What follows belongs to an exercise in optimizing a design on an open flow for small area, a short achievable clock period and few clock cycles per item; a production flow would make more cautious choices. Where RTL was checked, it was by simulation tests only, not by an equivalence proof against the original. For runs 1 and 5, only the layout was checked, not whether the RTL still works. The clock port is modelled as an ideal driver; clocking choices that lean on that would not hold on a real chip. No activity file was given, so power comes from the tool's default toggle rates.

===== design.v =====
package afu_region_pkg;
   typedef enum logic [1:0] {
      OP_READ  = 2'd0,
      OP_WRITE = 2'd1
   } afu_op_e;
   typedef enum logic [1:0] {
      RSP_OK      = 2'd0,
      RSP_BAD_PID = 2'd1,
      RSP_BAD_OP  = 2'd2
   } afu_status_e;
   typedef enum logic [1:0] {
      HS_IDLE      = 2'd0,
      HS_BUSY      = 2'd1,
      HS_ACK       = 2'd2,
      HS_WAIT_DROP = 2'd3
   } afu_hs_state_e;
endpackage
`timescale 1ns/1ns
module afu_null_port (
   input  logic                   i_clk,
   input  logic                   i_arst_n,
   input  logic                   i_wr,         
   input  logic [64-1:0] i_wdata_q,
   output logic [64-1:0] o_scratch,
   output logic                   o_vld
);
   logic scr_wr_q;
   always_ff @(posedge i_clk or negedge i_arst_n) begin
      if (!i_arst_n) begin
         scr_wr_q <= 1'b0;
         o_vld    <= 1'b0;
      end else begin
         scr_wr_q <= i_wr;
         if (scr_wr_q) o_vld <= 1'b1;
      end
   end
   always_ff @(posedge i_clk) begin
      if (scr_wr_q) o_scratch <= i_wdata_q;
   end
endmodule
`timescale 1ns/1ns
module afu_lb_port (
   input  logic                   i_clk,
   input  logic                   i_arst_n,
   input  logic [4-1:0] i_wr,       
   input  logic                   i_cnt_wr,     
   input  logic [64-1:0] i_wdata_q,
   output logic [4*64-1:0] o_buf,    
   output logic [4-1:0] o_vld,
   output logic [16-1:0] o_cnt
);
   logic [4-1:0] buf_wr_q;
   logic                     cnt_wr_q;
   always_ff @(posedge i_clk or negedge i_arst_n) begin
      if (!i_arst_n) begin
         buf_wr_q <= '0;
         o_vld    <= '0;
         cnt_wr_q <= 1'b0;
         o_cnt    <= '0;
      end else begin
         buf_wr_q <= i_wr;
         o_vld    <= o_vld | buf_wr_q;
         cnt_wr_q <= i_cnt_wr;
         if (cnt_wr_q) o_cnt <= o_cnt + 1'b1;
      end
   end
   always_ff @(posedge i_clk) begin
      for (int i = 0; i < 4; i++) begin
         if (buf_wr_q[i]) o_buf[i*64 +: 64] <= i_wdata_q;
      end
   end
endmodule
`timescale 1ns/1ns
module afu_req_decode (
   input  logic                   i_clk,
   input  logic                   i_arst_n,
   input  logic                   i_req,
   input  logic [3-1:0]  i_req_pid,
   input  logic [1:0]             i_req_op,
   input  logic [4-1:0] i_req_addr,
   input  logic [64-1:0] i_req_wdata,
   output logic [2*4-1:0] o_word_wr,     
   output logic                   o_cnt_wr,          
   output logic [64-1:0] o_wdata_q,         
   output afu_region_pkg::afu_status_e o_status
);
   logic                      ack_q;
   logic                      take;
   logic                      wr;
   logic [5-1:0] pid_is;
   logic [4-1:0]  addr_is;
   assign take = i_req && !ack_q;
   assign wr   = take && (i_req_op == 2'd1);
   for (genvar p = 0; p < 5; p++) begin : gen_pid
      assign pid_is[p] = (i_req_pid == 3'(p));
   end
   for (genvar a = 0; a < 4; a++) begin : gen_addr
      assign addr_is[a] = (i_req_addr == 4'(a));
   end
   for (genvar p = 0; p < 5; p++) begin : gen_port
      if (p == 1) begin : gen_lb
         for (genvar a = 0; a < 4; a++) begin : gen_word
            assign o_word_wr[4+a]  = wr && pid_is[p] && addr_is[a];
         end
      end else begin : gen_null
         localparam int S = (p == 0) ? 0 : p - 1;
         assign o_word_wr[S]  = wr && pid_is[p] && (i_req_addr == 4'h1);
      end
   end
   assign o_cnt_wr  = wr && pid_is[1];
   always_ff @(posedge i_clk or negedge i_arst_n) begin
      if (!i_arst_n) ack_q <= 1'b0;
      else           ack_q <= i_req;
   end
   always_ff @(posedge i_clk) begin
      if (i_req_pid >= 3'(5)) o_status <= afu_region_pkg::RSP_BAD_PID;
      else if (i_req_op[1])                         o_status <= afu_region_pkg::RSP_BAD_OP;
      else                                          o_status <= afu_region_pkg::RSP_OK;
      o_wdata_q <= i_req_wdata;
   end
endmodule
`timescale 1ns/1ns
module afu_port_execute (
   input  logic                   i_clk,
   input  logic                   i_arst_n,
   input  logic [2*4-1:0] i_word_wr,
   input  logic                   i_cnt_wr,
   input  logic [64-1:0] i_wdata_q,
   output logic [2*4*64-1:0] o_word,
   output logic [2*4-1:0] o_word_vld,
   output logic [16-1:0] o_cnt
);
   for (genvar s = 0; s < 5 - 1; s++) begin : gen_null
      afu_null_port u_null (
         .i_clk     (i_clk),
         .i_arst_n  (i_arst_n),
         .i_wr      (i_word_wr[s]),
         .i_wdata_q (i_wdata_q),
         .o_scratch (o_word[s*64 +: 64]),
         .o_vld     (o_word_vld[s])
      );
   end
   afu_lb_port u_lb (
      .i_clk     (i_clk),
      .i_arst_n  (i_arst_n),
      .i_wr      (i_word_wr[4 +: 4]),
      .i_cnt_wr  (i_cnt_wr),
      .i_wdata_q (i_wdata_q),
      .o_buf     (o_word[4*64 +: 4*64]),
      .o_vld     (o_word_vld[4 +: 4]),
      .o_cnt     (o_cnt)
   );
endmodule
`timescale 1ns/1ns
module afu_rd_predec (
   input  logic [3-1:0]  i_pid,
   input  logic [1:0]             i_op,
   input  logic [4-1:0] i_addr,
   output logic                   o_rd_lo,      
   output logic                   o_rd_hi,      
   output logic [3:0]             o_alo,        
   output logic [5-1:0] o_pid,     
   output logic                   o_null_pid,   
   output logic [3-1:0]  o_null_pid_bit   
);
   logic rd;
   assign rd      = (i_op == 2'd0);
   assign o_rd_lo = rd && (i_addr[3:2] == 2'd0);
   assign o_rd_hi = rd && (i_addr[3:2] == 2'd1);
   for (genvar a = 0; a < 4; a++) begin : gen_alo
      assign o_alo[a] = (i_addr[1:0] == 2'(a));
   end
   for (genvar p = 0; p < 5; p++) begin : gen_pid
      assign o_pid[p] = (i_pid == 3'(p));
   end
   assign o_null_pid = (i_pid < 3'(5)) && (i_pid != 3'(1));
   for (genvar b = 0; b < 3; b++) begin : gen_pid_bit
      assign o_null_pid_bit[b] = o_null_pid && i_pid[b];
   end
endmodule
module afu_and4 (
   input  logic i_a,
   input  logic i_b,
   input  logic i_c,
   input  logic i_d,
   output logic o_y
);
   assign o_y = i_a && i_b && i_c && i_d;
endmodule
module afu_and3 (
   input  logic i_a,
   input  logic i_b,
   input  logic i_c,
   output logic o_y
);
   assign o_y = i_a && i_b && i_c;
endmodule
module afu_rsp_slice #(
   parameter int LO = 0,      
   parameter int W  = 16      
) (
   input  logic                   i_clk,
   input  logic [2*4-1:0] i_word_sel,
   input  logic                   i_cnt_sel,
   input  logic                   i_hdr_sel,        
   input  logic [3-1:0]  i_hdr_pid_sel,    
   input  logic [2*4*64-1:0] i_word,    
   input  logic [16-1:0] i_cnt,
   output logic [W-1:0]           o_rdata
);
   localparam logic [64-1:0] HDR_ID  = {{(64-12){1'b0}}, 12'h014};
   localparam logic [64-1:0] HDR_PID = {{(64-16){1'b0}}, 4'b0111, 12'h000};
   logic [W-1:0] rdata;
   always_comb begin
      rdata = '0;
      for (int b = 0; b < W; b++) begin
         for (int k = 0; k < 2*4; k++)
            rdata[b] = rdata[b] | (i_word[k*64 + LO + b] & i_word_sel[k]);
         if (LO + b < 16)
            rdata[b] = rdata[b] | (i_cnt[(LO + b) % 16] & i_cnt_sel);
         if (HDR_ID[LO + b])
            rdata[b] = rdata[b] | i_hdr_sel;
         if (HDR_PID[LO + b])
            rdata[b] = rdata[b] | i_hdr_pid_sel[(LO + b - 12) % 3];
      end
   end
   always_ff @(posedge i_clk) begin
      o_rdata <= rdata;
   end
endmodule
module afu_rsp_result (
   input  logic                   i_clk,
   input  logic                   i_arst_n,
   input  logic                   i_req,
   input  logic [3-1:0]  i_pid,
   input  logic [1:0]             i_op,
   input  logic [4-1:0] i_addr,
   input  logic [2*4-1:0] i_word_vld,
   input  logic [2*4*64-1:0] i_word,    
   input  logic [16-1:0] i_cnt,
   output logic                   o_ack,
   output logic [64-1:0] o_rdata
);
   localparam int SW = 16;
   always_ff @(posedge i_clk or negedge i_arst_n) begin
      if (!i_arst_n) o_ack <= 1'b0;
      else           o_ack <= i_req;
   end
   for (genvar s = 0; s < 64 / SW; s++) begin : gen_slice
      logic                      rd_lo;
      logic                      rd_hi;
      logic [3:0]                alo;
      logic [5-1:0] pid;
      logic                      null_pid;
      logic [3-1:0]     null_pid_bit;
      logic [3-1:0]     hdr_pid_sel;
      logic [2*4-1:0] word_sel;
      logic                      cnt_sel;
      logic                      hdr_sel;
      afu_rd_predec u_predec (
         .i_pid      (i_pid),
         .i_op       (i_op),
         .i_addr     (i_addr),
         .o_rd_lo    (rd_lo),
         .o_rd_hi    (rd_hi),
         .o_alo      (alo),
         .o_pid      (pid),
         .o_null_pid (null_pid),
         .o_null_pid_bit (null_pid_bit)
      );
      for (genvar p = 0; p < 5; p++) begin : gen_port
         if (p == 1) begin : gen_lb
            for (genvar a = 0; a < 4; a++) begin : gen_word
               afu_and4 u_sel (
                  .i_a (rd_lo),
                  .i_b (alo[a]),
                  .i_c (pid[p]),
                  .i_d (i_word_vld[4+a]),
                  .o_y (word_sel[4+a])
               );
            end
         end else begin : gen_null
            localparam int S = (p == 0) ? 0 : p - 1;
            afu_and4 u_sel (
               .i_a (rd_lo),
               .i_b (alo[4'h1]),
               .i_c (pid[p]),
               .i_d (i_word_vld[S]),
               .o_y (word_sel[S])
            );
         end
      end
      afu_and3 u_cnt_sel (
         .i_a (rd_hi),
         .i_b (alo[4'h4 & 4'h3]),
         .i_c (pid[1]),
         .o_y (cnt_sel)
      );
      afu_and3 u_hdr_sel (
         .i_a (rd_lo),
         .i_b (alo[4'h0]),
         .i_c (null_pid),
         .o_y (hdr_sel)
      );
      for (genvar b = 0; b < 3; b++) begin : gen_hdr_pid
         afu_and3 u_hdr_pid_sel (
            .i_a (rd_lo),
            .i_b (alo[4'h0]),
            .i_c (null_pid_bit[b]),
            .o_y (hdr_pid_sel[b])
         );
      end
      afu_rsp_slice #(
         .LO (s * SW),
         .W  (SW)
      ) u_slice (
         .i_clk      (i_clk),
         .i_word_sel (word_sel),
         .i_cnt_sel  (cnt_sel),
         .i_hdr_sel  (hdr_sel),
         .i_hdr_pid_sel (hdr_pid_sel),
         .i_word     (i_word),
         .i_cnt      (i_cnt),
         .o_rdata    (o_rdata[s*SW +: SW])
      );
   end
endmodule
`timescale 1ns/1ns
module afu_region_top (
   input  logic                   i_clk,
   input  logic                   i_arst_n,
   input  logic                   i_req,
   input  logic [3-1:0]  i_req_pid,
   input  logic [1:0]             i_req_op,
   input  logic [4-1:0] i_req_addr,
   input  logic [64-1:0] i_req_wdata,
   output logic                   o_ack,
   output logic [64-1:0] o_rsp_rdata,
   output afu_region_pkg::afu_status_e            o_rsp_status
);
   logic [2*4-1:0] dec_word_wr;
   logic                       dec_cnt_wr;
   logic [64-1:0]     dec_wdata_q;
   afu_region_pkg::afu_status_e dec_status;
   logic [2*4*64-1:0] exe_word;
   logic [2*4-1:0] exe_word_vld;
   logic [16-1:0]   exe_cnt;
   afu_req_decode u_decode (
      .i_clk       (i_clk),
      .i_arst_n    (i_arst_n),
      .i_req       (i_req),
      .i_req_pid   (i_req_pid),
      .i_req_op    (i_req_op),
      .i_req_addr  (i_req_addr),
      .i_req_wdata (i_req_wdata),
      .o_word_wr   (dec_word_wr),
      .o_cnt_wr    (dec_cnt_wr),
      .o_wdata_q   (dec_wdata_q),
      .o_status    (dec_status)
   );
   afu_port_execute u_execute (
      .i_clk      (i_clk),
      .i_arst_n   (i_arst_n),
      .i_word_wr  (dec_word_wr),
      .i_cnt_wr   (dec_cnt_wr),
      .i_wdata_q  (dec_wdata_q),
      .o_word     (exe_word),
      .o_word_vld (exe_word_vld),
      .o_cnt      (exe_cnt)
   );
   afu_rsp_result u_result (
      .i_clk      (i_clk),
      .i_arst_n   (i_arst_n),
      .i_req      (i_req),
      .i_pid      (i_req_pid),
      .i_op       (i_req_op),
      .i_addr     (i_req_addr),
      .i_word_vld (exe_word_vld),
      .i_word     (exe_word),
      .i_cnt      (exe_cnt),
      .o_ack      (o_ack),
      .o_rdata    (o_rsp_rdata)
   );
   assign o_rsp_status = dec_status;
endmodule

===== flow/run.sh =====
#!/bin/bash
set -euo pipefail
here=$(cd "$(dirname "${BASH_SOURCE[0]}")" && pwd)
export BUFFER_PORTS_ARGS="-buffer_cell sky130_fd_sc_hd__buf_2"
export POST_CTS_TCL="$here/post_cts.tcl"
bash standard.sh > standard.log 2>&1

===== standard.sh =====
#!/bin/bash
# synth_recipe.tcl (not shown) runs the flow's synth.tcl, then flattens the netlist and writes it again
# the make line also repeats each setting of config.mk as NAME=value (left out here)
make -C /OpenROAD-flow-scripts/flow DESIGN_CONFIG=/design/flow/config.mk WORK_HOME=/design/flow/orfs CLKGATE_MAP_FILE= SYNTH_SCRIPT=/design/flow/synth_recipe.tcl "${@:-finish}"

===== config.mk =====
export PLATFORM = sky130hd
export DESIGN_NAME = afu_region_top
export DESIGN_NICKNAME = afu_region_top
export VERILOG_FILES = /design/flow/design.v
export SDC_FILE = /design/flow/constraint.sdc
export NUM_CORES = 4
export LEC_CHECK = 0
export CAP_MARGIN = 20
export CORE_MARGIN = 2
export CORE_UTILIZATION = 65
export CTS_CLUSTER_DIAMETER = 100
export CTS_CLUSTER_SIZE = 30
export PLACE_DENSITY = 0.75
export SETUP_SLACK_MARGIN = 2.1
export SLEW_MARGIN = 20
export SYNTH_HIERARCHICAL = 1

===== constraint.sdc =====
create_clock -name core_clock -period 4.0 [get_ports {i_clk}]
set_input_delay 0.8000 -clock core_clock [delete_from_list [all_inputs] [get_ports {i_clk}]]
set_output_delay 0.8000 -clock core_clock [all_outputs]
set_load 0.01 [all_outputs]

===== flow/post_cts.tcl =====
set block [ord::get_db_block]
set clk_net [$block findNet i_clk]
set removed 0
foreach it [$clk_net getITerms] {
  set inst [$it getInst]
  set master [[$inst getMaster] getName]
  if {![string match "sky130_fd_sc_hd__clkbuf_*" $master]} { continue }
  set out_net ""
  foreach oit [$inst getITerms] {
    if {[$oit isOutputSignal]} { set out_net [$oit getNet] }
  }
  if {$out_net eq ""} { continue }
  set loads {}
  set all_bufs 1
  foreach lit [$out_net getITerms] {
    if {[$lit getInst] eq $inst} { continue }
    lappend loads $lit
    if {![string match "sky130_fd_sc_hd__clkbuf_*" [[[$lit getInst] getMaster] getName]]} { set all_bufs 0 }
  }
  set port_pins [expr {[llength [$clk_net getITerms]] - 1 + [llength $loads]}]
  if {!$all_bufs || $port_pins > 4 || [llength [$out_net getBTerms]] > 0} { continue }
  puts "post_cts: removing clock root buffer [$inst getName] ($master), port now drives $port_pins pins"
  foreach lit $loads {
    $lit disconnect
    $lit connect $clk_net
  }
  $it disconnect
  odb::dbInst_destroy $inst
  odb::dbNet_destroy $out_net
  incr removed
  break
}
if {$removed} {
  estimate_parasitics -placement
  report_clock_skew
  report_worst_slack -max
  report_worst_slack -min
}

==> run notes, run 1 <==
OUTCOME
--------------------------------------------------------------------------------
Outcome                                                             complete, no violations

PWR
--------------------------------------------------------------------------------
PnR Total Power                                                         11000 uW
Worst vdd ir                                                              384 uV
Leakage component of the power                                        0.00854 uW
Power density cells                                                  430 mW/mm^2

DIE
--------------------------------------------------------------------------------
Die extent in y                                                      194 microns
Placeable Area                                                      0.0355 sq mm
I/O Pins                                                                     143
Starting density of the core                                               65.9%
Width of the chip                                                    194 microns
Die outline area                                                    0.0375 sq mm
Total number of placement rows                                                69

STA
--------------------------------------------------------------------------------
Worst clock skew                                                       0.0273 ns
Transition at the pin with the smallest max-transition slack            0.994 ns
Highest clock rate                                                     0.522 GHz
Final setup viols                                                              0
Relative slew slack                                                        33.8%
RSZ-0062 raised after global routing                                        true
Final number of max-transition violations                                      0
Worst slack on hold paths                                               0.416 ns
Post-layout min period                                                   1.92 ns
Final critical-path share of the clock period                              47.9%
Final hold vios                                                                0
Final sum of negative setup slack                                           0 ns

SETUP PATH
--------------------------------------------------------------------------------
Internal reg-to-reg setup slack                                          2.17 ns
Data arrival time of the worst path                                      2.30 ns
CP Data Required Time                                                    4.39 ns
Setup crit start kind                                                 input port
Terminus of the critical flop-to-flop path                          u_execute.gen_null[2].u_null.o_scratch[8]
Top fanout value on the critical path                                          8
Worst-case reg-to-reg path depth                                               1
Critical path class                                                 input port to flop
Launch point of the worst reg-to-reg path                           u_execute.gen_null[2].u_null.scr_wr_q
Critical path endpoint category                                             flop

DRT
--------------------------------------------------------------------------------
Via/cell ratio                                                              6.50
Remaining antenna violation count after routing                                0
Wirelength per Cell                                                 25.9 microns
DR vias                                                                    12000
Final routed wirelength across all metal layers                     47800 microns
Initial DRT Pass Iterations                                                    5
# DRC                                                                          0
1st-iter DRT viols                                                          1234

CLOCK NETWORK
--------------------------------------------------------------------------------
Worst skew pair latency                                                  0.46 ns
# clock sinks                                                                677
TritonCTS clock tree                                                       built
Worst-path clk slew                                                      0.11 ns

YOSYS
--------------------------------------------------------------------------------
Gate count after technology mapping                                         1226
Mean cell area of the mapped netlist                                  19.1 sq um
Warnings from Yosys                                                           14
Net count after synthesis                                                   1303
Post-synthesis cell area                                            0.0234 sq mm

GLOBAL ROUTING
--------------------------------------------------------------------------------
Total global routing track utilization                                     24.7%
Global-route wire length before repair                              70400 microns
Number of antenna violations at the first check in global routing              4
Pin count of the biggest net entering global routing                          54
Vias in the first global route                                             11700
Leftover overflow at the end of global routing                                 0

CELLS AND AREA
--------------------------------------------------------------------------------
Syn-to-layout area delta                                                   8.84%
Commonest cells after routing, fill and taps aside                  edfxtp_1 (512), a22oi_1 (159), buf_2 (130), dfxtp_1 (116), nand4_1 (59)
Fraction of layout instances using a drive strength above 1                25.5%
Post-layout net count                                                       1440
Leading cell type in the layout, fill and taps excluded                 edfxtp_1

FLOW RUN
--------------------------------------------------------------------------------
Max Cap Viol                                                                   0

PLACEMENT
--------------------------------------------------------------------------------
Input/output buffers                                                         142
Detailed placer's ending HPWL                                       25600 microns
Routability congestion estimate from global placement                      0.765

WORST HOLD PATH
--------------------------------------------------------------------------------
Min-delay worst type                                                input port to asynchronous set/reset pin

-- worst max-delay path by stage --
| stage | from | end | slack, ns | cells after the start |
|---|---|---|---|---|
| floorplan | i_req_addr[3] | u_result.gen_slice[0].u_slice.o_rdata[5] | 2.00 | 7 |
| global placement | i_req_addr[3] | u_result.gen_slice[0].u_slice.o_rdata[4] | 1.19 | 6 |
| detailed placement | i_req_addr[3] | u_result.gen_slice[0].u_slice.o_rdata[4] | 1.12 | 6 |
| global route | i_req_op[1] | u_result.gen_slice[0].u_slice.o_rdata[4] | 2.06 | 8 |
| finish | i_req_op[1] | u_result.gen_slice[0].u_slice.o_rdata[4] | 2.08 | 8 |
-- sequential cells by signal (all words and copies together), names as in the netlist, 2 cells and up --
name	count
u_decode.o_status	2
u_execute.u_lb.buf_wr_q	4
u_execute.u_lb.o_cnt	16
u_execute.gen_null.u_null.o_scratch	256
u_result.gen_slice.u_slice.o_rdata	64
u_execute.u_lb.o_vld	4
u_execute.u_lb.o_buf	256
u_execute.gen_null.u_null.o_vld	4
u_execute.gen_null.u_null.scr_wr_q	4
u_decode.o_wdata_q	64
-- per-stage QoR --
step | setup slack, ns | std cells | area (sq um) | utilization, %
final | 2.08 | 1847 | 25400 | 71.7
after global routing | 2.06 | 1847 | 25400 | 71.7
after detailed placement | 1.12 | 1778 | 24300 | 68.6
after floorplan | 2.00 | 1226 | 23600 | -
after global placement | 1.19 | 1778 | 24300 | 68.6
-- layer usage --
layer  global-route usage (%)  share of wire (%)  up-vias
li1                         -                  -     5292
met1                     36.3                 42     6172
met2                     40.4                 49      477
met3                     2.96                6.8       58
met4                     5.88                2.2        2
met5                        0              0.027        -
-- power breakdown --
part / internal, uW / switching [uW]
Clock: 1250 / 1900
Sequential: 7580 / 82.0
Combinational: 55.5 / 74.7
Total: 8890 / 2060
-- worst max-delay path: stages --
cell and delay (ns):
buf_4 0.17, nor4_4 0.27, buf_4 0.19, buf_4 0.16, and4_4 0.35, a22o_1 0.20
a221oi_2 0.04, nand4_1 0.10
-- final cells by class --
type                       count  area [sq um]
fill                        2205         10000
clock inverter                 1          16.3
multi-input combinational    480          4110
tap                          461           577
antenna                        3          7.51
clock buffer                  46           726
timing repair buffer         175          1100
sequential                   677         18900
inverter                       4          15.0
==> run 2, diff against run 1 <==
--- a/design.v
+++ b/design.v
@@ -82,14 +82,14 @@
    output logic [2*4-1:0] o_word_wr,     
    output logic                   o_cnt_wr,          
    output logic [64-1:0] o_wdata_q,         
+   output logic                   o_ack,
    output afu_region_pkg::afu_status_e o_status
 );
-   logic                      ack_q;
    logic                      take;
    logic                      wr;
    logic [5-1:0] pid_is;
    logic [4-1:0]  addr_is;
-   assign take = i_req && !ack_q;
+   assign take = i_req && !o_ack;
    assign wr   = take && (i_req_op == 2'd1);
    for (genvar p = 0; p < 5; p++) begin : gen_pid
       assign pid_is[p] = (i_req_pid == 3'(p));
@@ -109,8 +109,8 @@
    end
    assign o_cnt_wr  = wr && pid_is[1];
    always_ff @(posedge i_clk or negedge i_arst_n) begin
-      if (!i_arst_n) ack_q <= 1'b0;
-      else           ack_q <= i_req;
+      if (!i_arst_n) o_ack <= 1'b0;
+      else           o_ack <= i_req;
    end
    always_ff @(posedge i_clk) begin
       if (i_req_pid >= 3'(5)) o_status <= afu_region_pkg::RSP_BAD_PID;
@@ -156,17 +156,16 @@
    input  logic [3-1:0]  i_pid,
    input  logic [1:0]             i_op,
    input  logic [4-1:0] i_addr,
-   output logic                   o_rd_lo,      
-   output logic                   o_rd_hi,      
+   output logic                   o_rd,         
+   output logic                   o_ahi0,       
+   output logic                   o_ahi1,       
    output logic [3:0]             o_alo,        
    output logic [5-1:0] o_pid,     
-   output logic                   o_null_pid,   
-   output logic [3-1:0]  o_null_pid_bit   
+   output logic                   o_null_pid    
 );
-   logic rd;
-   assign rd      = (i_op == 2'd0);
-   assign o_rd_lo = rd && (i_addr[3:2] == 2'd0);
-   assign o_rd_hi = rd && (i_addr[3:2] == 2'd1);
+   assign o_rd   = (i_op == 2'd0);
+   assign o_ahi0 = (i_addr[3:2] == 2'd0);
+   assign o_ahi1 = (i_addr[3:2] == 2'd1);
    for (genvar a = 0; a < 4; a++) begin : gen_alo
       assign o_alo[a] = (i_addr[1:0] == 2'(a));
    end
@@ -174,26 +173,25 @@
       assign o_pid[p] = (i_pid == 3'(p));
    end
    assign o_null_pid = (i_pid < 3'(5)) && (i_pid != 3'(1));
-   for (genvar b = 0; b < 3; b++) begin : gen_pid_bit
-      assign o_null_pid_bit[b] = o_null_pid && i_pid[b];
-   end
 endmodule
-module afu_and4 (
+module afu_and5 (
    input  logic i_a,
    input  logic i_b,
    input  logic i_c,
    input  logic i_d,
+   input  logic i_e,
    output logic o_y
 );
-   assign o_y = i_a && i_b && i_c && i_d;
+   assign o_y = i_a && i_b && i_c && i_d && i_e;
 endmodule
-module afu_and3 (
+module afu_and4 (
    input  logic i_a,
    input  logic i_b,
    input  logic i_c,
+   input  logic i_d,
    output logic o_y
 );
-   assign o_y = i_a && i_b && i_c;
+   assign o_y = i_a && i_b && i_c && i_d;
 endmodule
 module afu_rsp_slice #(
    parameter int LO = 0,      
@@ -202,8 +200,8 @@
    input  logic                   i_clk,
    input  logic [2*4-1:0] i_word_sel,
    input  logic                   i_cnt_sel,
-   input  logic                   i_hdr_sel,        
-   input  logic [3-1:0]  i_hdr_pid_sel,    
+   input  logic                   i_hdr_sel,
+   input  logic [3-1:0]  i_pid,
    input  logic [2*4*64-1:0] i_word,    
    input  logic [16-1:0] i_cnt,
    output logic [W-1:0]           o_rdata
@@ -221,7 +219,7 @@
          if (HDR_ID[LO + b])
             rdata[b] = rdata[b] | i_hdr_sel;
          if (HDR_PID[LO + b])
-            rdata[b] = rdata[b] | i_hdr_pid_sel[(LO + b - 12) % 3];
+            rdata[b] = rdata[b] | (i_hdr_sel & i_pid[(LO + b - 12) % 3]);
       end
    end
    always_ff @(posedge i_clk) begin
@@ -230,30 +228,22 @@
 endmodule
 module afu_rsp_result (
    input  logic                   i_clk,
-   input  logic                   i_arst_n,
-   input  logic                   i_req,
    input  logic [3-1:0]  i_pid,
    input  logic [1:0]             i_op,
    input  logic [4-1:0] i_addr,
    input  logic [2*4-1:0] i_word_vld,
    input  logic [2*4*64-1:0] i_word,    
    input  logic [16-1:0] i_cnt,
-   output logic                   o_ack,
    output logic [64-1:0] o_rdata
 );
    localparam int SW = 16;
-   always_ff @(posedge i_clk or negedge i_arst_n) begin
-      if (!i_arst_n) o_ack <= 1'b0;
-      else           o_ack <= i_req;
-   end
    for (genvar s = 0; s < 64 / SW; s++) begin : gen_slice
-      logic                      rd_lo;
-      logic                      rd_hi;
+      logic                      rd;
+      logic                      ahi0;
+      logic                      ahi1;
       logic [3:0]                alo;
       logic [5-1:0] pid;
       logic                      null_pid;
-      logic [3-1:0]     null_pid_bit;
-      logic [3-1:0]     hdr_pid_sel;
       logic [2*4-1:0] word_sel;
       logic                      cnt_sel;
       logic                      hdr_sel;
@@ -261,55 +251,51 @@
          .i_pid      (i_pid),
          .i_op       (i_op),
          .i_addr     (i_addr),
-         .o_rd_lo    (rd_lo),
-         .o_rd_hi    (rd_hi),
+         .o_rd       (rd),
+         .o_ahi0     (ahi0),
+         .o_ahi1     (ahi1),
          .o_alo      (alo),
          .o_pid      (pid),
-         .o_null_pid (null_pid),
-         .o_null_pid_bit (null_pid_bit)
+         .o_null_pid (null_pid)
       );
       for (genvar p = 0; p < 5; p++) begin : gen_port
          if (p == 1) begin : gen_lb
             for (genvar a = 0; a < 4; a++) begin : gen_word
-               afu_and4 u_sel (
-                  .i_a (rd_lo),
-                  .i_b (alo[a]),
-                  .i_c (pid[p]),
-                  .i_d (i_word_vld[4+a]),
+               afu_and5 u_sel (
+                  .i_a (rd),
+                  .i_b (ahi0),
+                  .i_c (alo[a]),
+                  .i_d (pid[p]),
+                  .i_e (i_word_vld[4+a]),
                   .o_y (word_sel[4+a])
                );
             end
          end else begin : gen_null
             localparam int S = (p == 0) ? 0 : p - 1;
-            afu_and4 u_sel (
-               .i_a (rd_lo),
-               .i_b (alo[4'h1]),
-               .i_c (pid[p]),
-               .i_d (i_word_vld[S]),
+            afu_and5 u_sel (
+               .i_a (rd),
+               .i_b (ahi0),
+               .i_c (alo[4'h1]),
+               .i_d (pid[p]),
+               .i_e (i_word_vld[S]),
                .o_y (word_sel[S])
             );
          end
       end
-      afu_and3 u_cnt_sel (
-         .i_a (rd_hi),
-         .i_b (alo[4'h4 & 4'h3]),
-         .i_c (pid[1]),
+      afu_and4 u_cnt_sel (
+         .i_a (rd),
+         .i_b (ahi1),
+         .i_c (alo[4'h4 & 4'h3]),
+         .i_d (pid[1]),
          .o_y (cnt_sel)
       );
-      afu_and3 u_hdr_sel (
-         .i_a (rd_lo),
-         .i_b (alo[4'h0]),
-         .i_c (null_pid),
+      afu_and4 u_hdr_sel (
+         .i_a (rd),
+         .i_b (ahi0),
+         .i_c (alo[4'h0]),
+         .i_d (null_pid),
          .o_y (hdr_sel)
       );
-      for (genvar b = 0; b < 3; b++) begin : gen_hdr_pid
-         afu_and3 u_hdr_pid_sel (
-            .i_a (rd_lo),
-            .i_b (alo[4'h0]),
-            .i_c (null_pid_bit[b]),
-            .o_y (hdr_pid_sel[b])
-         );
-      end
       afu_rsp_slice #(
          .LO (s * SW),
          .W  (SW)
@@ -318,7 +304,7 @@
          .i_word_sel (word_sel),
          .i_cnt_sel  (cnt_sel),
          .i_hdr_sel  (hdr_sel),
-         .i_hdr_pid_sel (hdr_pid_sel),
+         .i_pid      (i_pid),
          .i_word     (i_word),
          .i_cnt      (i_cnt),
          .o_rdata    (o_rdata[s*SW +: SW])
@@ -341,6 +327,7 @@
    logic [2*4-1:0] dec_word_wr;
    logic                       dec_cnt_wr;
    logic [64-1:0]     dec_wdata_q;
+   logic                       dec_ack;
    afu_region_pkg::afu_status_e dec_status;
    logic [2*4*64-1:0] exe_word;
    logic [2*4-1:0] exe_word_vld;
@@ -356,6 +343,7 @@
       .o_word_wr   (dec_word_wr),
       .o_cnt_wr    (dec_cnt_wr),
       .o_wdata_q   (dec_wdata_q),
+      .o_ack       (dec_ack),
       .o_status    (dec_status)
    );
    afu_port_execute u_execute (
@@ -370,16 +358,14 @@
    );
    afu_rsp_result u_result (
       .i_clk      (i_clk),
-      .i_arst_n   (i_arst_n),
-      .i_req      (i_req),
       .i_pid      (i_req_pid),
       .i_op       (i_req_op),
       .i_addr     (i_req_addr),
       .i_word_vld (exe_word_vld),
       .i_word     (exe_word),
       .i_cnt      (exe_cnt),
-      .o_ack      (o_ack),
       .o_rdata    (o_rsp_rdata)
    );
+   assign o_ack        = dec_ack;
    assign o_rsp_status = dec_status;
 endmodule
--- a/config.mk
+++ b/config.mk
@@ -11,6 +11,6 @@
 export CTS_CLUSTER_DIAMETER = 100
 export CTS_CLUSTER_SIZE = 30
 export PLACE_DENSITY = 0.75
-export SETUP_SLACK_MARGIN = 2.1
+export SETUP_SLACK_MARGIN = 2.2
 export SLEW_MARGIN = 20
 export SYNTH_HIERARCHICAL = 1
==> run notes, run 2 <==
OUTCOME
--------------------------------------------------------------------------------
Outcome                                                             complete, no violations   unchanged

GLOBAL ROUTING
--------------------------------------------------------------------------------
Pin count of the biggest net entering global routing                          37   was 54
Vias in the first global route                                             12300   was 11700
Number of antenna violations at the first check in global routing              3   was 4
Leftover overflow at the end of global routing                                 0   unchanged
Total global routing track utilization                                     25.2%   was 24.7%
Global-route wire length before repair                              72100 microns   was 70400 microns

CELLS AND AREA
--------------------------------------------------------------------------------
Commonest cells after routing, fill and taps aside                  edfxtp_1 (512), a22oi_1 (177), buf_2 (98), dfxtp_1 (93), nand4_1 (59)   was edfxtp_1 (512), a22oi_1 (159), buf_2 (130), dfxtp_1 (116), nand4_1 (59)
Combined area of the multi-input logic cells                        0.00418 sq mm   was 0.00411 sq mm
Largest registers ranked by flip-flop count                         u_execute.gen_null.u_null.o_scratch (256), u_execute.u_lb.o_buf (256)   unchanged
# fillers                                                                   2121   was 2205
Leading cell type in the layout, fill and taps excluded                 edfxtp_1   unchanged
Post-layout net count                                                       1537   was 1440
Footprint of the flip-flops and latches                             0.0189 sq mm   about the same
Fraction of layout instances using a drive strength above 1                26.8%   was 25.5%
Final core area utilization                                                73.4%   was 71.7%
Syn-to-layout area delta                                                   11.5%   was 8.84%

SETUP PATH
--------------------------------------------------------------------------------
Slowest stage cell, crit path                                            dfrtp_1   was and4_4
Crit path buf inv count                                                        1   was 3
Data arrival time of the worst path                                      1.05 ns   was 2.30 ns
Critical path endpoint category                                       output pin   was flop
Worst-case reg-to-reg path depth                                               1   unchanged
Delay of the slowest cell on the worst path                              0.44 ns   was 0.35 ns
Crit path depth                                                                1   was 8
CP Data Required Time                                                    3.20 ns   was 4.39 ns
Top delay family on crit path                                         flip-flops   was simple AND/OR/NAND/NOR gates
Critical-path cell list                                                    buf_2   was buf_4, nor4_4, buf_4, buf_4, and4_4, a22o_1, a221oi_2, nand4_1
Setup crit start kind                                                       flop   was input port
Critical path class                                                 flop to output pin   was input port to flop
Top fanout value on the critical path                                          2   was 8

PWR
--------------------------------------------------------------------------------
Gate power share                                                            1.3%   was 1.2%
Power density cells                                                  420 mW/mm^2   was 430 mW/mm^2
Sequential fraction of design power                                        69.8%   was 70.0%
Net switching power figure                                               2070 uW   was 2060 uW
Leakage component of the power                                        0.00867 uW   was 0.00854 uW
Worst vdd ir                                                              578 uV   was 384 uV
Clock group share of total power                                           28.8%   about the same
Internal power                                                           8890 uW   about the same
Fraction of power spent switching nets                                     18.9%   was 18.8%
PnR Total Power                                                         11000 uW   about the same

DIE
--------------------------------------------------------------------------------
Die extent in y                                                      194 microns   about the same
Die outline area                                                    0.0376 sq mm   was 0.0375 sq mm
I/O Pins                                                                     143   unchanged
Starting density of the core                                               65.8%   was 65.9%
Width of the chip                                                    194 microns   about the same
Placeable Area                                                      0.0356 sq mm   was 0.0355 sq mm
Total number of placement rows                                                69   unchanged

PLACEMENT
--------------------------------------------------------------------------------
Input/output buffers                                                         142   unchanged
Routability congestion estimate from global placement                      0.805   was 0.765
Pre-CTS WS                                                               1.10 ns   was 1.12 ns
Detailed placer's ending HPWL                                       26700 microns   was 25600 microns

FLOW RUN
--------------------------------------------------------------------------------
Max Cap Viol                                                                   0   unchanged

STA
--------------------------------------------------------------------------------
Post-layout min period                                                   1.85 ns   was 1.92 ns
Final number of max-transition violations                                      0   unchanged
Worst clock skew                                                       0.0167 ns   was 0.0273 ns
Final sum of negative setup slack                                           0 ns   unchanged
Final hold vios                                                                0   unchanged
Highest clock rate                                                     0.541 GHz   was 0.522 GHz
Relative slew slack                                                        32.8%   was 33.8%
RSZ-0062 raised after global routing                                        true   unchanged
Final setup viols                                                              0   unchanged
Worst slack on hold paths                                               0.426 ns   was 0.416 ns
Final critical-path share of the clock period                              46.3%   was 47.9%
Transition at the pin with the smallest max-transition slack             1.01 ns   was 0.994 ns
Least setup slack across all paths after layout                          2.15 ns   was 2.08 ns

YOSYS
--------------------------------------------------------------------------------
Warnings from Yosys                                                           13   was 14
Post-synthesis cell area                                            0.0234 sq mm   about the same
Net count after synthesis                                                   1361   was 1303
Mean cell area of the mapped netlist                                  18.2 sq um   was 19.1 sq um
Gate count after technology mapping                                         1284   was 1226

DRT
--------------------------------------------------------------------------------
Wirelength per Cell                                                 25.5 microns   was 25.9 microns
1st-iter DRT viols                                                          1123   was 1234
# DRC                                                                          0   unchanged
Initial DRT Pass Iterations                                                    7   was 5
DR vias                                                                    12500   was 12000
Final routed wirelength across all metal layers                     49500 microns   was 47800 microns
Via/cell ratio                                                              6.46   was 6.50
Remaining antenna violation count after routing                                0   unchanged

CLOCK NETWORK
--------------------------------------------------------------------------------
Worst-path clk slew                                                      0.11 ns   about the same
# clock sinks                                                                676   was 677
Worst skew pair latency                                                  0.45 ns   was 0.46 ns
TritonCTS clock tree                                                       built   unchanged

WORST HOLD PATH
--------------------------------------------------------------------------------
Min-delay worst type                                                input port to asynchronous set/reset pin   unchanged

==> run 2: cell types whose count changed in the layout (fill, tap and decap cells not counted), moves of 24 or more <==
cell	delta
and4_4	-26
buf_6	+38
buf_2	-32
nand3_1	+29
nand2_1	+32
buf_4	+24
nor2_1	+25
==> run 2: layout make-up <==
type / instances / share of cell area, %
tap: 461 / 2.21
timing repair buffer: 212 / 6.51
inverter: 4 / 0.0575
clock buffer: 45 / 2.77
clock inverter: 1 / 0.0623
antenna: 2 / 0.0192
multi-input combinational: 541 / 16.0
sequential: 676 / 72.4
==> run 2: metrics by stage <==
| stage | cell area (sq um) | std cells |
|---|---|---|
| floorplan | 23600 | 1284 |
| global placement | 24600 | 1862 |
| detailed placement | 24600 | 1862 |
| global route | 26100 | 1940 |
| finish | 26100 | 1942 |
==> run 2: per-layer routing <==
metal  vias to the layer above  global-route usage, %  routed length, microns
met4                         2                   6.65                    1210
met3                        90                   3.69                    3620
met5                         -                      0                      13
met2                       511                   41.4                   24100
li1                       5500                      -                       -
met1                      6440                   36.2                   20600
==> run 2: final timing paths <==
path,from,endpoint,slack [ns]
max,u_decode.o_ack,o_ack,2.15
min,i_arst_n,u_execute.u_lb.o_cnt[7],0.43
max reg2reg,u_execute.u_lb.buf_wr_q[0],u_execute.u_lb.o_buf[23],2.27
min reg2reg,u_execute.gen_null[3].u_null.o_scratch[23],u_result.gen_slice[1].u_slice.o_rdata[7],0.48
max in group asynchronous,i_arst_n,u_execute.u_lb.buf_wr_q[1],2.95
min in group core_clock,i_req_wdata[5],u_decode.o_wdata_q[5],0.44
==> run 2: power groups by stage <==
| stage | sequential [uW] | combinational [uW] | clock, uW |
|---|---|---|---|
| 3_5_place_dp | 7810 | 124 | 0 |
| 2_1_floorplan | 7780 | 44.1 | 0 |
| 5_1_grt | 7670 | 158 | 3420 |
| 6_report | 7650 | 147 | 3160 |
| 3_3_place_gp | 7800 | 120 | 0 |
Testbench counts of run 2, summed over its fixed seeds: cycles 6,400, items 3,200.
==> run 3, diff against run 2 <==
--- a/config.mk
+++ b/config.mk
@@ -11,6 +11,6 @@
 export CTS_CLUSTER_DIAMETER = 100
 export CTS_CLUSTER_SIZE = 30
 export PLACE_DENSITY = 0.75
-export SETUP_SLACK_MARGIN = 2.2
+export SETUP_SLACK_MARGIN = 2.3
 export SLEW_MARGIN = 20
 export SYNTH_HIERARCHICAL = 1
==> run notes, run 3 <==
CELLS AND AREA
--------------------------------------------------------------------------------
Leading cell type in the layout, fill and taps excluded                 edfxtp_1   unchanged
Syn-to-layout area delta                                                   12.7%   was 11.5%
# fillers                                                                   2082   was 2121
Fraction of layout instances using a drive strength above 1                28.1%   was 26.8%
Commonest cells after routing, fill and taps aside                  edfxtp_1 (512), a22oi_1 (177), buf_2 (86), dfxtp_1 (83), buf_6 (61)   was edfxtp_1 (512), a22oi_1 (177), buf_2 (98), dfxtp_1 (93), nand4_1 (59)
Largest registers ranked by flip-flop count                         u_execute.gen_null.u_null.o_scratch (256), u_execute.u_lb.o_buf (256)   unchanged
Non-filler cells, final                                                     1945   was 1942
Post-layout net count                                                       1541   was 1537
Antenna diode count                                                            0   was 2

DRT
--------------------------------------------------------------------------------
DR vias                                                                    12500   about the same
Initial DRT Pass Iterations                                                    5   was 7
Remaining antenna violation count after routing                                0   unchanged
1st-iter DRT viols                                                          1373   was 1123
Final routed wirelength across all metal layers                     49700 microns   was 49500 microns
Uppermost layer routed                                                      met5   unchanged
Detailed-route wire length on metal 1                               19900 microns   was 20600 microns
# DRC                                                                          0   unchanged
Wirelength per Cell                                                 25.6 microns   was 25.5 microns
Routed wire length on met2                                          24200 microns   was 24100 microns
Via/cell ratio                                                              6.44   was 6.46
Detailed-routed wire length on met3                                 4090 microns   was 3620 microns

SETUP PATH
--------------------------------------------------------------------------------
Launch point of the worst reg-to-reg path                           u_execute.u_lb.buf_wr_q[2]   was u_execute.u_lb.buf_wr_q[0]
Terminus of the critical flop-to-flop path                          u_execute.u_lb.o_buf[183]   was u_execute.u_lb.o_buf[23]
Critical path endpoint category                                       output pin   unchanged
Slowest stage cell, crit path                                            dfrtp_1   unchanged
CP Data Required Time                                                    3.20 ns   about the same
Top fanout value on the critical path                                          2   unchanged
Launching element of the worst setup path                           u_decode.o_ack   unchanged
Setup crit start kind                                                       flop   unchanged
Critical path class                                                 flop to output pin   unchanged
Internal reg-to-reg setup slack                                          2.38 ns   was 2.27 ns
Data arrival time of the worst path                                      1.00 ns   was 1.05 ns
Crit path buf inv count                                                        1   unchanged
Delay of the slowest cell on the worst path                              0.41 ns   was 0.44 ns
Top delay family on crit path                                         flip-flops   unchanged
Critical-path cell list                                                    buf_6   was buf_2
Worst-case reg-to-reg path depth                                               1   unchanged

CLOCK NETWORK
--------------------------------------------------------------------------------
# clock sinks                                                                676   unchanged
Worst skew pair latency                                                  0.45 ns   about the same
Worst-path clk slew                                                      0.11 ns   about the same
TritonCTS clock tree                                                       built   unchanged

WORST HOLD PATH
--------------------------------------------------------------------------------
Min-delay worst type                                                input port to asynchronous set/reset pin   unchanged

DIE
--------------------------------------------------------------------------------
Die extent in y                                                      194 microns   unchanged
I/O Pins                                                                     143   unchanged
Die outline area                                                    0.0376 sq mm   unchanged
Total number of placement rows                                                69   unchanged
Starting density of the core                                               65.8%   unchanged
Width of the chip                                                    194 microns   unchanged
Placeable Area                                                      0.0356 sq mm   unchanged

PLACEMENT
--------------------------------------------------------------------------------
Routability congestion estimate from global placement                      0.785   was 0.805
# placed instances                                                          1862   unchanged
Detailed placer's ending HPWL                                       26400 microns   was 26700 microns
Input/output buffers                                                         142   unchanged

GLOBAL ROUTING
--------------------------------------------------------------------------------
Vias in the first global route                                             12100   was 12300
Global-route wire length before repair                              72500 microns   was 72100 microns
Total global routing track utilization                                     25.4%   was 25.2%
Number of antenna violations at the first check in global routing              1   was 3
Leftover overflow at the end of global routing                                 0   unchanged
Pin count of the biggest net entering global routing                          39   was 37

FLOW RUN
--------------------------------------------------------------------------------
Max Cap Viol                                                                   0   unchanged

STA
--------------------------------------------------------------------------------
Worst clock skew                                                       0.0186 ns   was 0.0167 ns
Post-layout min period                                                   1.80 ns   was 1.85 ns
Final setup viols                                                              0   unchanged
Transition at the pin with the smallest max-transition slack            0.818 ns   was 1.01 ns
Final number of max-transition violations                                      0   unchanged
Final sum of negative setup slack                                           0 ns   unchanged
RSZ-0062 raised after global routing                                        true   unchanged
Final hold vios                                                                0   unchanged
Relative slew slack                                                        45.4%   was 32.8%
Highest clock rate                                                     0.556 GHz   was 0.541 GHz
Final critical-path share of the clock period                              45.0%   was 46.3%

OUTCOME
--------------------------------------------------------------------------------
Outcome                                                             complete, no violations   unchanged

YOSYS
--------------------------------------------------------------------------------
Gate count after technology mapping                                         1284   unchanged
Net count after synthesis                                                   1361   unchanged
Post-synthesis cell area                                            0.0234 sq mm   unchanged
Mean cell area of the mapped netlist                                  18.2 sq um   unchanged
Warnings from Yosys                                                           13   unchanged

PWR
--------------------------------------------------------------------------------
Power density cells                                                  416 mW/mm^2   was 420 mW/mm^2
Leakage component of the power                                        0.00877 uW   was 0.00867 uW
Worst vdd ir                                                              478 uV   was 578 uV

-- run 3: stage by stage --
| stage | utilization (%) | area (sq um) | power (uW) | setup slack, ns | hold WS (ns) |
|---|---|---|---|---|---|
| 2_1_floorplan | - | 23700 | 7830 | 2.14 | 0.439 |
| 3_3_place_gp | 69.1 | 24600 | 7930 | 1.31 | 0.443 |
| 3_5_place_dp | 69.1 | 24600 | 7940 | 1.27 | 0.456 |
| 5_1_grt | 74.2 | 26400 | 11300 | 2.19 | 0.426 |
| 6_report | 74.2 | 26400 | 11000 | 2.20 | 0.423 |
-- run 3: final cells by class --
class | instances | area (sq um) | area share [%]
inverter | 4 | 15.0 | 0.0569
timing repair buffer | 216 | 1910 | 7.24
clock inverter | 1 | 16.3 | 0.0616
multi-input combinational | 541 | 4230 | 16.0
tap | 461 | 577 | 2.19
sequential | 676 | 18900 | 71.7
clock buffer | 46 | 726 | 2.75
-- run 3: how the worst max path moves through the flow --
stage | end | slack [ns] | depth (start not counted)
floorplan | u_result.gen_slice[0].u_slice.o_rdata[3] | 2.14 | 8
global placement | u_result.gen_slice[3].u_slice.o_rdata[8] | 1.31 | 7
detailed placement | u_result.gen_slice[3].u_slice.o_rdata[0] | 1.27 | 7
global route | o_ack | 2.19 | 1
finish | o_ack | 2.20 | 1
-- run 3: routing by layer --
layer / vias to the layer above / global-route usage (%)
li1: 5501 / -
met1: 6345 / 37.4
met2: 587 / 41.4
met3: 98 / 2.78
met4: 2 / 6.99
met5: - / 0
-- run 3: power breakdown --
group / internal, uW / total, uW / switching (uW) / leakage (uW)
Clock: 1260 / 3160 / 1900 / 0.000351
Sequential: 7570 / 7650 / 78.6 / 0.00615
Combinational: 79.2 / 167 / 88.0 / 0.00227
==> run 4, diff against run 3 <==
--- a/config.mk
+++ b/config.mk
@@ -11,6 +11,6 @@
 export CTS_CLUSTER_DIAMETER = 100
 export CTS_CLUSTER_SIZE = 30
 export PLACE_DENSITY = 0.75
-export SETUP_SLACK_MARGIN = 2.3
+export SETUP_SLACK_MARGIN = 2.1
 export SLEW_MARGIN = 20
 export SYNTH_HIERARCHICAL = 1
==> run notes, run 4 <==
CELLS AND AREA
--------------------------------------------------------------------------------
Non-filler cells, final                                                     1917   was 1945
Largest registers ranked by flip-flop count                         u_execute.gen_null.u_null.o_scratch (256), u_execute.u_lb.o_buf (256)   unchanged
Fraction of layout instances using a drive strength above 1                22.9%   was 28.1%
Commonest cells after routing, fill and taps aside                  edfxtp_1 (512), a22oi_1 (177), buf_2 (136), dfxtp_1 (123), nand4_1 (59)   was edfxtp_1 (512), a22oi_1 (177), buf_2 (86), dfxtp_1 (83), buf_6 (61)
Post-layout net count                                                       1512   was 1541
Leading cell type in the layout, fill and taps excluded                 edfxtp_1   unchanged
Syn-to-layout area delta                                                   8.55%   was 12.7%

OUTCOME
--------------------------------------------------------------------------------
Outcome                                                             complete, no violations   unchanged

PWR
--------------------------------------------------------------------------------
Worst vdd ir                                                              431 uV   was 478 uV
Leakage component of the power                                        0.00846 uW   was 0.00877 uW
Power density cells                                                  430 mW/mm^2   was 416 mW/mm^2

GLOBAL ROUTING
--------------------------------------------------------------------------------
Number of antenna violations at the first check in global routing              1   unchanged
Global-route wire length before repair                              71600 microns   was 72500 microns
Fraction of met1 tracks used by global routing                             35.9%   was 37.4%
Leftover overflow at the end of global routing                                 0   unchanged
Met2 track demand over resource in global routing                          41.6%   was 41.4%
Most utilized layer in the global route result                              met2   unchanged
Vias in the first global route                                             12100   about the same
Pin count of the biggest net entering global routing                          66   was 39
Met3 track utilization from global routing                                 2.92%   was 2.78%
Total global routing track utilization                                     25.0%   was 25.4%

STA
--------------------------------------------------------------------------------
Final sum of negative setup slack                                           0 ns   unchanged
Transition at the pin with the smallest max-transition slack            0.995 ns   was 0.818 ns
Final number of max-transition violations                                      0   unchanged
Highest clock rate                                                     0.540 GHz   was 0.556 GHz
Final hold vios                                                                0   unchanged
RSZ-0062 raised after global routing                                       false   was true
Post-layout min period                                                   1.85 ns   was 1.80 ns
Final critical-path share of the clock period                              46.3%   was 45.0%
Worst clock skew                                                       0.0157 ns   was 0.0186 ns
Final setup viols                                                              0   unchanged
Relative slew slack                                                        33.6%   was 45.4%

DRT
--------------------------------------------------------------------------------
Remaining antenna violation count after routing                                0   unchanged
Via/cell ratio                                                              6.38   was 6.44
Initial DRT Pass Iterations                                                    5   unchanged
Final routed wirelength across all metal layers                     47400 microns   was 49700 microns
DR vias                                                                    12200   was 12500
# DRC                                                                          0   unchanged
1st-iter DRT viols                                                          1111   was 1373
Wirelength per Cell                                                 24.7 microns   was 25.6 microns

SETUP PATH
--------------------------------------------------------------------------------
Top fanout value on the critical path                                          2   unchanged
CP Data Required Time                                                    3.20 ns   about the same
Data arrival time of the worst path                                      1.05 ns   was 1.00 ns
Critical-path cell list                                                    buf_2   was buf_6
Critical path endpoint category                                       output pin   unchanged
Top delay family on crit path                                         flip-flops   unchanged
Crit path buf inv count                                                        1   unchanged
Critical path class                                                 flop to output pin   unchanged
Setup crit start kind                                                       flop   unchanged
Delay of the slowest cell on the worst path                              0.44 ns   was 0.41 ns
Slowest stage cell, crit path                                            dfrtp_1   unchanged

YOSYS
--------------------------------------------------------------------------------
Mean cell area of the mapped netlist                                  18.2 sq um   unchanged
Gate count after technology mapping                                         1284   unchanged
Net count after synthesis                                                   1361   unchanged
Warnings from Yosys                                                           13   unchanged
Post-synthesis cell area                                            0.0234 sq mm   unchanged

DIE
--------------------------------------------------------------------------------
Width of the chip                                                    194 microns   unchanged
Starting density of the core                                               65.8%   unchanged
Total number of placement rows                                                69   unchanged
Die outline area                                                    0.0376 sq mm   unchanged
Die extent in y                                                      194 microns   unchanged
Placeable Area                                                      0.0356 sq mm   unchanged
I/O Pins                                                                     143   unchanged

PLACEMENT
--------------------------------------------------------------------------------
# placed instances                                                          1861   was 1862
Routability congestion estimate from global placement                      0.823   was 0.785
Detailed placer's ending HPWL                                       25600 microns   was 26400 microns
Input/output buffers                                                         142   unchanged

CLOCK NETWORK
--------------------------------------------------------------------------------
Worst-path clk slew                                                      0.11 ns   about the same
# clock sinks                                                                676   unchanged
TritonCTS clock tree                                                       built   unchanged
Worst skew pair latency                                                  0.45 ns   about the same

FLOW RUN
--------------------------------------------------------------------------------
Max Cap Viol                                                                   0   unchanged

WORST HOLD PATH
--------------------------------------------------------------------------------
Min-delay worst type                                                input port to asynchronous set/reset pin   unchanged

[run 4: stage by stage]
step / power [uW] / area, sq um / util, % / hold WS (ns) / setup WS, ns
3_3_place_gp: 7920 / 24400 / 68.6 / 0.452 / 1.25
3_5_place_dp: 7930 / 24400 / 68.6 / 0.458 / 1.20
5_1_grt: 11200 / 25400 / 71.5 / 0.429 / 2.08
6_report: 10900 / 25400 / 71.5 / 0.428 / 2.15
2_1_floorplan: 7820 / 23500 / - / 0.438 / 2.09
[run 4: layer usage]
layer  wire length (microns)  up-vias
li1                        -     5439
met1                   19700     6254
met2                   23500      480
met3                    3150       63
met4                    1070        0
met5                       0        -
[run 4: final cells by class]
type | count | area, sq um
clock buffers | 46 | 726
repair buffers | 189 | 1180
well taps | 461 | 577
fillers | 2228 | 10100
flip-flops and latches | 676 | 18900
multi-input cells | 539 | 4040
inverters | 4 | 15.0
clock inverters | 1 | 16.3
diodes | 1 | 2.50
[run 4: report_power, final]
part | switching, uW | internal (uW) | total (uW)
clock | 1900 | 1260 | 3160
combinational | 74.2 | 53.8 | 128
sequential | 79.9 | 7570 | 7650
[run 4: worst paths after layout]
check                                           start                                         to  slack [ns]  cells after the start
hold reg to reg              u_execute.u_lb.o_buf[15]  u_result.gen_slice[0].u_slice.o_rdata[15]        0.48                      2
hold / removal                               i_arst_n                    u_execute.u_lb.o_cnt[6]        0.43                      1
setup / recovery                       u_decode.o_ack                                      o_ack        2.15                      1
setup reg to reg           u_execute.u_lb.buf_wr_q[2]                  u_execute.u_lb.o_buf[181]        2.15                      1
min in group core_clock               i_req_wdata[52]                     u_decode.o_wdata_q[52]        0.44                      1
max in group asynchronous                    i_arst_n      u_execute.gen_null[0].u_null.scr_wr_q        2.97                      1
==> run 5, diff against run 4 <==
--- a/design.v
+++ b/design.v
@@ -82,14 +82,14 @@
    output logic [2*4-1:0] o_word_wr,     
    output logic                   o_cnt_wr,          
    output logic [64-1:0] o_wdata_q,         
-   output logic                   o_ack,
    output afu_region_pkg::afu_status_e o_status
 );
+   logic                      ack_q;
    logic                      take;
    logic                      wr;
    logic [5-1:0] pid_is;
    logic [4-1:0]  addr_is;
-   assign take = i_req && !o_ack;
+   assign take = i_req && !ack_q;
    assign wr   = take && (i_req_op == 2'd1);
    for (genvar p = 0; p < 5; p++) begin : gen_pid
       assign pid_is[p] = (i_req_pid == 3'(p));
@@ -109,8 +109,8 @@
    end
    assign o_cnt_wr  = wr && pid_is[1];
    always_ff @(posedge i_clk or negedge i_arst_n) begin
-      if (!i_arst_n) o_ack <= 1'b0;
-      else           o_ack <= i_req;
+      if (!i_arst_n) ack_q <= 1'b0;
+      else           ack_q <= i_req;
    end
    always_ff @(posedge i_clk) begin
       if (i_req_pid >= 3'(5)) o_status <= afu_region_pkg::RSP_BAD_PID;
@@ -228,15 +228,22 @@
 endmodule
 module afu_rsp_result (
    input  logic                   i_clk,
+   input  logic                   i_arst_n,
+   input  logic                   i_req,
    input  logic [3-1:0]  i_pid,
    input  logic [1:0]             i_op,
    input  logic [4-1:0] i_addr,
    input  logic [2*4-1:0] i_word_vld,
    input  logic [2*4*64-1:0] i_word,    
    input  logic [16-1:0] i_cnt,
+   output logic                   o_ack,
    output logic [64-1:0] o_rdata
 );
    localparam int SW = 16;
+   always_ff @(posedge i_clk or negedge i_arst_n) begin
+      if (!i_arst_n) o_ack <= 1'b0;
+      else           o_ack <= i_req;
+   end
    for (genvar s = 0; s < 64 / SW; s++) begin : gen_slice
       logic                      rd;
       logic                      ahi0;
@@ -327,7 +334,6 @@
    logic [2*4-1:0] dec_word_wr;
    logic                       dec_cnt_wr;
    logic [64-1:0]     dec_wdata_q;
-   logic                       dec_ack;
    afu_region_pkg::afu_status_e dec_status;
    logic [2*4*64-1:0] exe_word;
    logic [2*4-1:0] exe_word_vld;
@@ -343,7 +349,6 @@
       .o_word_wr   (dec_word_wr),
       .o_cnt_wr    (dec_cnt_wr),
       .o_wdata_q   (dec_wdata_q),
-      .o_ack       (dec_ack),
       .o_status    (dec_status)
    );
    afu_port_execute u_execute (
@@ -358,14 +363,16 @@
    );
    afu_rsp_result u_result (
       .i_clk      (i_clk),
+      .i_arst_n   (i_arst_n),
+      .i_req      (i_req),
       .i_pid      (i_req_pid),
       .i_op       (i_req_op),
       .i_addr     (i_req_addr),
       .i_word_vld (exe_word_vld),
       .i_word     (exe_word),
       .i_cnt      (exe_cnt),
+      .o_ack      (o_ack),
       .o_rdata    (o_rsp_rdata)
    );
-   assign o_ack        = dec_ack;
    assign o_rsp_status = dec_status;
 endmodule
--- a/config.mk
+++ b/config.mk
@@ -11,6 +11,6 @@
 export CTS_CLUSTER_DIAMETER = 100
 export CTS_CLUSTER_SIZE = 30
 export PLACE_DENSITY = 0.75
-export SETUP_SLACK_MARGIN = 2.1
+export SETUP_SLACK_MARGIN = 2.2
 export SLEW_MARGIN = 20
 export SYNTH_HIERARCHICAL = 1
==> run notes, run 5 <==
SETUP PATH
--------------------------------------------------------------------------------
Data arrival time of the worst path                                      2.19 ns   was 1.05 ns
CP Data Required Time                                                    4.38 ns   was 3.20 ns
Setup crit start kind                                                 input port   was flop
Internal reg-to-reg setup slack                                          2.28 ns   was 2.15 ns
Critical path endpoint category                                             flop   was output pin
Critical-path cell list                                             buf_8, nor3b_4, nand3_1, nor2_4, buf_6, a222oi_1, nand3_1   was buf_2
Crit path buf inv count                                                        2   was 1
Delay of the slowest cell on the worst path                              0.32 ns   was 0.44 ns
Top delay family on crit path                                       simple AND/OR/NAND/NOR gates   was flip-flops
Most repeated library cell on the critical path                          nand3_1
Slowest stage cell, crit path                                            nor3b_4   was dfrtp_1
Top fanout value on the critical path                                         28   was 2
Critical path class                                                 input port to flop   was flop to output pin

CLOCK NETWORK
--------------------------------------------------------------------------------
# clock sinks                                                                677   was 676
Worst-path clk slew                                                      0.12 ns   was 0.11 ns
Worst skew pair latency                                                  0.46 ns   was 0.45 ns
TritonCTS clock tree                                                       built   unchanged

DRT
--------------------------------------------------------------------------------
Wirelength per Cell                                                 25.1 microns   was 24.7 microns
Remaining antenna violation count after routing                                0   unchanged
Initial DRT Pass Iterations                                                    5   unchanged
Final routed wirelength across all metal layers                     48700 microns   was 47400 microns
# DRC                                                                          0   unchanged
Via/cell ratio                                                              6.41   was 6.38
DR vias                                                                    12400   was 12200
1st-iter DRT viols                                                          1282   was 1111

STA
--------------------------------------------------------------------------------
Final critical-path share of the clock period                              45.1%   was 46.3%
Final hold vios                                                                0   unchanged
Least setup slack across all paths after layout                          2.19 ns   was 2.15 ns
Highest clock rate                                                     0.554 GHz   was 0.540 GHz
Worst slack on hold paths                                               0.429 ns   was 0.428 ns
Transition at the pin with the smallest max-transition slack             1.09 ns   was 0.995 ns
Final setup viols                                                              0   unchanged
RSZ-0062 raised after global routing                                        true   was false
Relative slew slack                                                        27.5%   was 33.6%
Worst clock skew                                                       0.0248 ns   was 0.0157 ns
Post-layout min period                                                   1.81 ns   was 1.85 ns
Final number of max-transition violations                                      0   unchanged
Final sum of negative setup slack                                           0 ns   unchanged

DIE
--------------------------------------------------------------------------------
Placeable Area                                                      0.0356 sq mm   unchanged
Starting density of the core                                               65.9%   was 65.8%
Die extent in y                                                      194 microns   about the same
Die outline area                                                    0.0376 sq mm   about the same
Width of the chip                                                    194 microns   about the same
Total number of placement rows                                                69   unchanged
I/O Pins                                                                     143   unchanged

CELLS AND AREA
--------------------------------------------------------------------------------
Syn-to-layout area delta                                                   11.1%   was 8.55%
Largest registers ranked by flip-flop count                         u_execute.gen_null.u_null.o_scratch (256), u_execute.u_lb.o_buf (256)   unchanged
Fraction of layout instances using a drive strength above 1                26.4%   was 22.9%
Commonest cells after routing, fill and taps aside                  edfxtp_1 (512), a22oi_1 (177), buf_2 (95), dfxtp_1 (90), nand4_1 (59)   was edfxtp_1 (512), a22oi_1 (177), buf_2 (136), dfxtp_1 (123), nand4_1 (59)
Leading cell type in the layout, fill and taps excluded                 edfxtp_1   unchanged
Combined area of the multi-input logic cells                        0.00414 sq mm   was 0.00404 sq mm
# fillers                                                                   2103   was 2228
Final core area utilization                                                73.2%   was 71.5%
Design Area, Final                                                  0.0260 sq mm   was 0.0254 sq mm
Footprint of the flip-flops and latches                             0.0189 sq mm   about the same
Post-layout net count                                                       1531   was 1512

OUTCOME
--------------------------------------------------------------------------------
Outcome                                                             complete, no violations   unchanged

YOSYS
--------------------------------------------------------------------------------
Mean cell area of the mapped netlist                                  18.2 sq um   about the same
Warnings from Yosys                                                           14   was 13
Net count after synthesis                                                   1362   was 1361
Post-synthesis cell area                                            0.0234 sq mm   about the same
Gate count after technology mapping                                         1285   was 1284

PLACEMENT
--------------------------------------------------------------------------------
Detailed placer's ending HPWL                                       26200 microns   was 25600 microns
Input/output buffers                                                         142   unchanged
Pre-CTS WS                                                               1.05 ns   was 1.20 ns
Routability congestion estimate from global placement                      0.818   was 0.823
Cell area after placement                                           0.0246 sq mm   was 0.0244 sq mm

GLOBAL ROUTING
--------------------------------------------------------------------------------
Leftover overflow at the end of global routing                                 0   unchanged
Pin count of the biggest net entering global routing                          66   unchanged
Number of antenna violations at the first check in global routing              3   was 1
Global-route wire length before repair                              72300 microns   was 71600 microns
Vias in the first global route                                             12200   was 12100
Total global routing track utilization                                     25.2%   was 25.0%

PWR
--------------------------------------------------------------------------------
Leakage component of the power                                        0.00864 uW   was 0.00846 uW
Worst vdd ir                                                              464 uV   was 431 uV
Power density cells                                                  422 mW/mm^2   was 430 mW/mm^2

WORST HOLD PATH
--------------------------------------------------------------------------------
Min-delay worst type                                                input port to flop   was input port to asynchronous set/reset pin

FLOW RUN
--------------------------------------------------------------------------------
Max Cap Viol                                                                   0   unchanged

-- run 5: worst paths after layout --
kind / cells past startpoint / to / startpoint
worst max-delay path: 7 / u_result.gen_slice[0].u_slice.o_rdata[1] / i_req_pid[0]
worst min-delay path: 1 / u_decode.o_wdata_q[13] / i_req_wdata[13]
worst max register to register: 1 / u_execute.u_lb.o_buf[55] / u_execute.u_lb.buf_wr_q[0]
worst min register to register: 2 / u_result.gen_slice[0].u_slice.o_rdata[11] / u_execute.u_lb.o_buf[11]
max in group asynchronous: 1 / u_execute.u_lb.buf_wr_q[2] / i_arst_n
min in group asynchronous: 1 / u_execute.u_lb.o_vld[0] / i_arst_n
-- run 5: stage by stage --
stage | std cells | total power, uW
floorplan | 1285 | 7840
global placement | 1862 | 7940
detailed placement | 1862 | 7950
global route | 1935 | 11300
finish | 1936 | 11000
-- run 5: area by class of cell --
class	count	area share, %
diodes	1	0.00961
clock buffers	46	2.79
clock inverters	1	0.0625
inverters	4	0.0577
multi-input cells	540	15.9
flip-flops and latches	677	72.7
well taps	461	2.22
repair buffers	206	6.26
-- run 5: where the power goes --
part,leakage (uW),internal [uW],total (uW),switching [uW]
registers,0.00616,7580,7660,81.6
logic,0.00213,59.2,140,81.2
clock network,0.000351,1250,3170,1920
-- run 5: routing by layer --
| layer | global-route usage [%] | wire length (microns) | part of all wire, % |
|---|---|---|---|
| met1 | 35.7 | 19700 | 41 |
| met2 | 42.8 | 24400 | 50 |
| met3 | 3.13 | 3570 | 7.3 |
| met4 | 5.75 | 923 | 1.9 |
| met5 | 0 | 24 | 0.049 |

-- what the ideal ports hide --
No port has a modelled driver above. Below, the same layouts with a new extraction and two added sets of constraints. Step 1 assumes that a clkbuf_16 drives the clock port and a buf_2 every other input. Step 2 adds t to the input delays and takes it off the output delays; t is the mean of the earliest and latest rising clock arrival at the registers after step 1. Input paths then give back, and output paths get back, about the clock's delay inside the block. a / b / c = ideal ports / drivers / drivers and shift; a / b = the first two.
| run | t (ns) | setup WS [ns] | worst setup path at the end |
|---|---|---|---|
| run 1 | 0.520 | 2.083 / 2.083 / 1.563 | input to register |
| run 2 | 0.516 | 2.150 / 2.078 / 1.578 | input to register |
| run 3 | 0.511 | 2.202 / 2.130 / 1.619 | input to register |
| run 4 | 0.511 | 2.147 / 2.077 / 1.675 | input to register |
| run 5 | 0.517 | 2.194 / 2.163 / 1.698 | input to register |
After both steps every run listed still meets setup and hold. The setup slack of run 3, which loses most, moves by -0.072 ns with the drivers and by -0.583 ns with both steps.
